Background: an optimization exercise with open tools, aiming at small area, a short achievable clock period and few clock cycles per item. Do not read the settings as production practice.
Function was checked by simulation only, so behaviour that the tests miss may differ from the original.

## flow/design.v (module list and top-level ports; edited modules follow where they fit)
// module conv_window_mac: 2044 lines
// module conv_sel3: 11 lines
// module conv_fa: 10 lines
// module conv_frame_loader: 93 lines
// module conv_engine: 30 lines
// module conv_result_stage: 51 lines
// module cnn_conv_top: 50 lines
module cnn_conv_top (
    input  logic        clk,
    input  logic        rst_n,
    input  logic        in_valid,
    output logic        in_ready,
    input  logic [8:0]  in_beat,    
    output logic        out_valid,
    input  logic        out_ready,
    output logic [24:0] out_beat    
);
  // ...
==> flow/flow/run.sh <==
#!/bin/bash
# Standard layout, with repair_timing aiming past the 12 ns period so that the
# achieved period shrinks. Everything else is the standard flow's own flow.
set -euo pipefail
bash standard.sh SETUP_SLACK_MARGIN=8.3 finish > standard.log 2>&1
==> flow/standard.sh <==
#!/bin/bash
# synth_recipe.tcl (not shown) runs the flow's synth.tcl, then flattens the netlist and writes it again
# the make line also repeats each setting of config.mk as NAME=value (left out here)
make -C /OpenROAD-flow-scripts/flow DESIGN_CONFIG=/design/flow/config.mk WORK_HOME=/design/flow/orfs CLKGATE_MAP_FILE= SYNTH_SCRIPT=/design/flow/synth_recipe.tcl "${@:-finish}"
==> flow/config.mk <==
export PLATFORM = sky130hd
export DESIGN_NAME = cnn_conv_top
export DESIGN_NICKNAME = cnn_conv_top
export VERILOG_FILES = /design/flow/design.v
export SDC_FILE = /design/flow/constraint.sdc
export NUM_CORES = 4
export LEC_CHECK = 0
export CAP_MARGIN = 20
export CELL_PAD_IN_SITES_DETAIL_PLACEMENT = 1
export CELL_PAD_IN_SITES_GLOBAL_PLACEMENT = 1
export CORE_MARGIN = 2
export CORE_UTILIZATION = 30
export SLEW_MARGIN = 20
export SYNTH_HIERARCHICAL = 1
==> flow/constraint.sdc <==
create_clock -name core_clock -period 12.0 [get_ports {clk}]
set_input_delay 2.4000 -clock core_clock [delete_from_list [all_inputs] [get_ports {clk}]]
set_output_delay 2.4000 -clock core_clock [all_outputs]
set_load 0.01 [all_outputs]
==> results_dict.tcl, run 1 <==
set metrics [dict create \
    grt_overflow 0 \
    grt_pass1_wl_um 374000 \
    fin_util 0.362 \
    fp.dieW_um 471 \
    nWellTaps 2854 \
    biggestCellCategory "multi-input gates" \
    place_congestion 0.980 \
    r2r_slack_ns 8.10 \
    hp-start "i_engine.l_q[0]" \
    min_to "i_engine.l_q[1]" \
    cp-endpoint "i_engine.g_mac[2].i_mac.r1000" \
    grt_max_degree 79 \
    nFlopsAndLatches 1008 \
    fin_nets 5813 \
    setup_viol 0 \
    most-common-layout-cells "a222oi_1 (972), fa_1 (809), edfxtp_1 (701)" \
    drv_cap 0 \
    crit_cells 8 \
    wl_met3_um 27700 \
    status "finished clean" \
    drv_slew 0 \
    top_regs "i_loader.wgt (432), i_loader.sr (144), i_result.buf_q (100)" \
]
Testbench counts, summed over its fixed seeds: cycles 6,888, items 3,456.
==> run 2, diff against run 1 <==
--- a/flow/config.mk
+++ b/flow/config.mk
@@ -7,8 +7,9 @@
 export LEC_CHECK = 0
 export CAP_MARGIN = 20
 export CELL_PAD_IN_SITES_DETAIL_PLACEMENT = 1
-export CELL_PAD_IN_SITES_GLOBAL_PLACEMENT = 1
+export CELL_PAD_IN_SITES_GLOBAL_PLACEMENT = 2
 export CORE_MARGIN = 2
-export CORE_UTILIZATION = 30
+export CORE_UTILIZATION = 35
+export PLACE_DENSITY = 0.45
 export SLEW_MARGIN = 20
 export SYNTH_HIERARCHICAL = 1
==> run 2 against run 1 <==
Net effect:
- area after synthesis unchanged
- sequential share of layout area fell by 0.065 points
- highest routed layer is now met5
- fmax rose by 0.97%
- still clean
==> results_dict.tcl, run 2 <==
set metrics [dict create \
    cp-startpoint "i_loader.sr[1][1]" \
    drc 0 \
    grt_usage 0.308 \
    clk_latency_ns 0.82 \
    clk_pin_slew_ns 0.06 \
    initial_core_util 0.353 \
    fmax_ghz 0.259 \
    worstMarginPinSlew_ns 1.19 \
    hp-start "i_engine.l_q[0]" \
    worstPathArrival_ns 4.61 \
    antenna_found_initial 27 \
    rsz0062_at_grt "true" \
    syn_avg_cell_area_sq_um 15.5 \
    crit_buf_inv 1 \
    core_sq_mm 0.186 \
    drv_slew 0 \
    port_buffers 39 \
    clock_sinks 1008 \
    fp.dieW_um 437 \
    layout_commonest_cell "a222oi_1" \
    crit_chain "buf_6, and2_4, a222oi_1, fa_1, fa_2, fa_2, fa_2, fa_2" \
    top_regs "i_loader.wgt (432), i_loader.sr (144), i_result.buf_q (100)" \
    reg2regPathDepth 8 \
    r2r_end "i_engine.g_mac[1].i_mac.r975" \
    worstHoldPathType "flip-flop to flip-flop" \
    drv_cap 0 \
    drt-vias-per-instance 6.59 \
    setup_tns_ns 0 \
    dr_total_vias 48600 \
    status "finished clean" \
    wire_per_inst_um 40.7 \
    fin_nets 5865 \
    most-common-layout-cells "a222oi_1 (972), fa_1 (752), edfxtp_1 (701)" \
    design.die.area_sq_mm 0.191 \
    netlist_area_sq_mm 0.0655 \
    wirelength_um 300000 \
    setup_viol 0 \
    drtIter0Drc 12300 \
    path_class "flip-flop to flip-flop" \
    h-tree-depth 3 \
    cts_root_buf "clkbuf_16" \
    firstDrtPassIters 15 \
    grt_pass1_vias 48800 \
    placementRows 158 \
    area.sequential_sq_mm 0.0274 \
    grt_pass1_wl_um 409000 \
    relSlewSlack 0.207 \
    grt_overflow 0 \
    clockBufferDepth 3 \
    ys.warnings.count 11 \
    ant_nets 0 \
    start_kind "flip-flop" \
    syn_to_final_growth_pct 20.3 \
    ios 40 \
    period_minus_slack_ns 3.87 \
    place_congestion 0.962 \
    post-place-ws_ns 7.07 \
    numCtsBuffers 119 \
    cp_max_fo 9 \
    die_h_um 437 \
    multi_input_area_sq_mm 0.0405 \
    min_to "i_engine.l_q[1]" \
    skew_ns 0.0544 \
    postCtsHoldBufs 0 \
    path_delay_family "adder cells" \
    grt_max_degree 79 \
    largest_register_ffs 432 \
    synth_cells 4227 \
    nFillCells 18300 \
    period_share 0.322 \
    r2r_slack_ns 8.13 \
    hold_depth 0 \
    cts_tree "yes" \
    r2r_start "i_loader.sr[1][1]" \
    max_stage_delay_ns 0.67 \
    setup_ws_ns 8.13 \
    cp-end-kind "flip-flop" \
    cp.required_ns 12.74 \
    finalHoldViolations 0 \
    regMostFlops "i_loader.wgt" \
    path_common_cell "fa_2" \
    drive_above_1_share 0.242 \
    slowest_stage "a222oi_1" \
    hpwl_um 223000 \
]
==> run 2: worst max-delay path by stage <==
stage | to | slack (ns) | cells past startpoint
2_1_floorplan | i_loader.in_ready | 8.07 | 7
5_1_grt | i_engine.g_mac[0].i_mac.r987 | 8.12 | 8
4_1_cts | out_beat[8] | 8.11 | 1
6_report | i_engine.g_mac[1].i_mac.r975 | 8.13 | 8
3_5_place_dp | i_result.cnt[1] | 7.07 | 5
3_3_place_gp | i_result.cnt[0] | 7.09 | 5
==> run 2: worst reg2reg max path: cells and delay by family, from the launching register on <==
family | cells | cell delay [ns]
AOI/OAI and AO/OA | 1 | 0.67
buffers and inverters | 1 | 0.20
DFF | 1 | 0.42
adders and majority gates | 5 | 2.31
and+or+nand+nor | 1 | 0.23
==> run 2: per-stage QoR <==
stage / cell area (sq um) / hold slack (ns) / cells / util
global route: 78700 / 0.333 / 7369 / 0.424
CTS: 77700 / 0.330 / 7302 / 0.419
finish: 78800 / 0.329 / 7377 / 0.424
global placement: 69900 / 0.314 / 6895 / 0.377
detailed placement: 69900 / 0.316 / 6895 / 0.377
floorplan: 65900 / 0.310 / 4332 / -
==> run 2: timing repair <==
item / CTS / global route
cloned: 6 / 12
gates resized for setup: 839 / 156
setup buffers: 173 / 49
endpoints found under the hold margin: 0 / 0
pin swaps: 358 / 232
setup endpoints to repair: 274 / 151
==> run 2: cell type report <==
| cell class | instances | area share |
|---|---|---|
| repair inverters | 1 | 0.0000953 |
| clock buffers | 164 | 0.0423 |
| well taps | 2480 | 0.0394 |
| repair buffers | 341 | 0.0417 |
| multi-input cells | 3198 | 0.514 |
| inverters | 107 | 0.00515 |
| clock inverters | 64 | 0.00947 |
| diodes | 14 | 0.000445 |
| flip-flops and latches | 1008 | 0.347 |
==> run 2: layer usage <==
layer | vias up | share of wire | track usage
met4 | 2 | 0.032 | 0.0916
met1 | 26000 | 0.42 | 0.452
met3 | 393 | 0.10 | 0.0617
met5 | - | 0.000060 | 0
met2 | 3141 | 0.44 | 0.460
li1 | 19100 | - | -

==> separate check: timing with driven ports <==
The results above use ideal ports. As a check the final layouts listed here were re-extracted and re-timed, cells and wires unchanged. Step 1 sets driving cells, clkbuf_16 on the clock port and buf_2 on the other inputs (assumed; they add their load-dependent delay and slew). Step 2 times the ports against the registers' clock, not the clock port: input delays grow and output delays shrink by t, the midpoint of the rising clock arrivals with the driver on. Three values: no drivers, after step 1, after step 2; two values: the first two.
run	t, ns	setup WS [ns]	worst register clock-pin slew, ns
run 1	0.896	8.097 / 8.097 / 7.579	0.07 / 0.07
run 2	0.875	8.134 / 8.125 / 7.538	0.07 / 0.07
After both steps setup and hold are still met in every run listed. The setup slack of run 2, which loses most, moves by -0.009 ns with the drivers and by -0.596 ns with both steps.
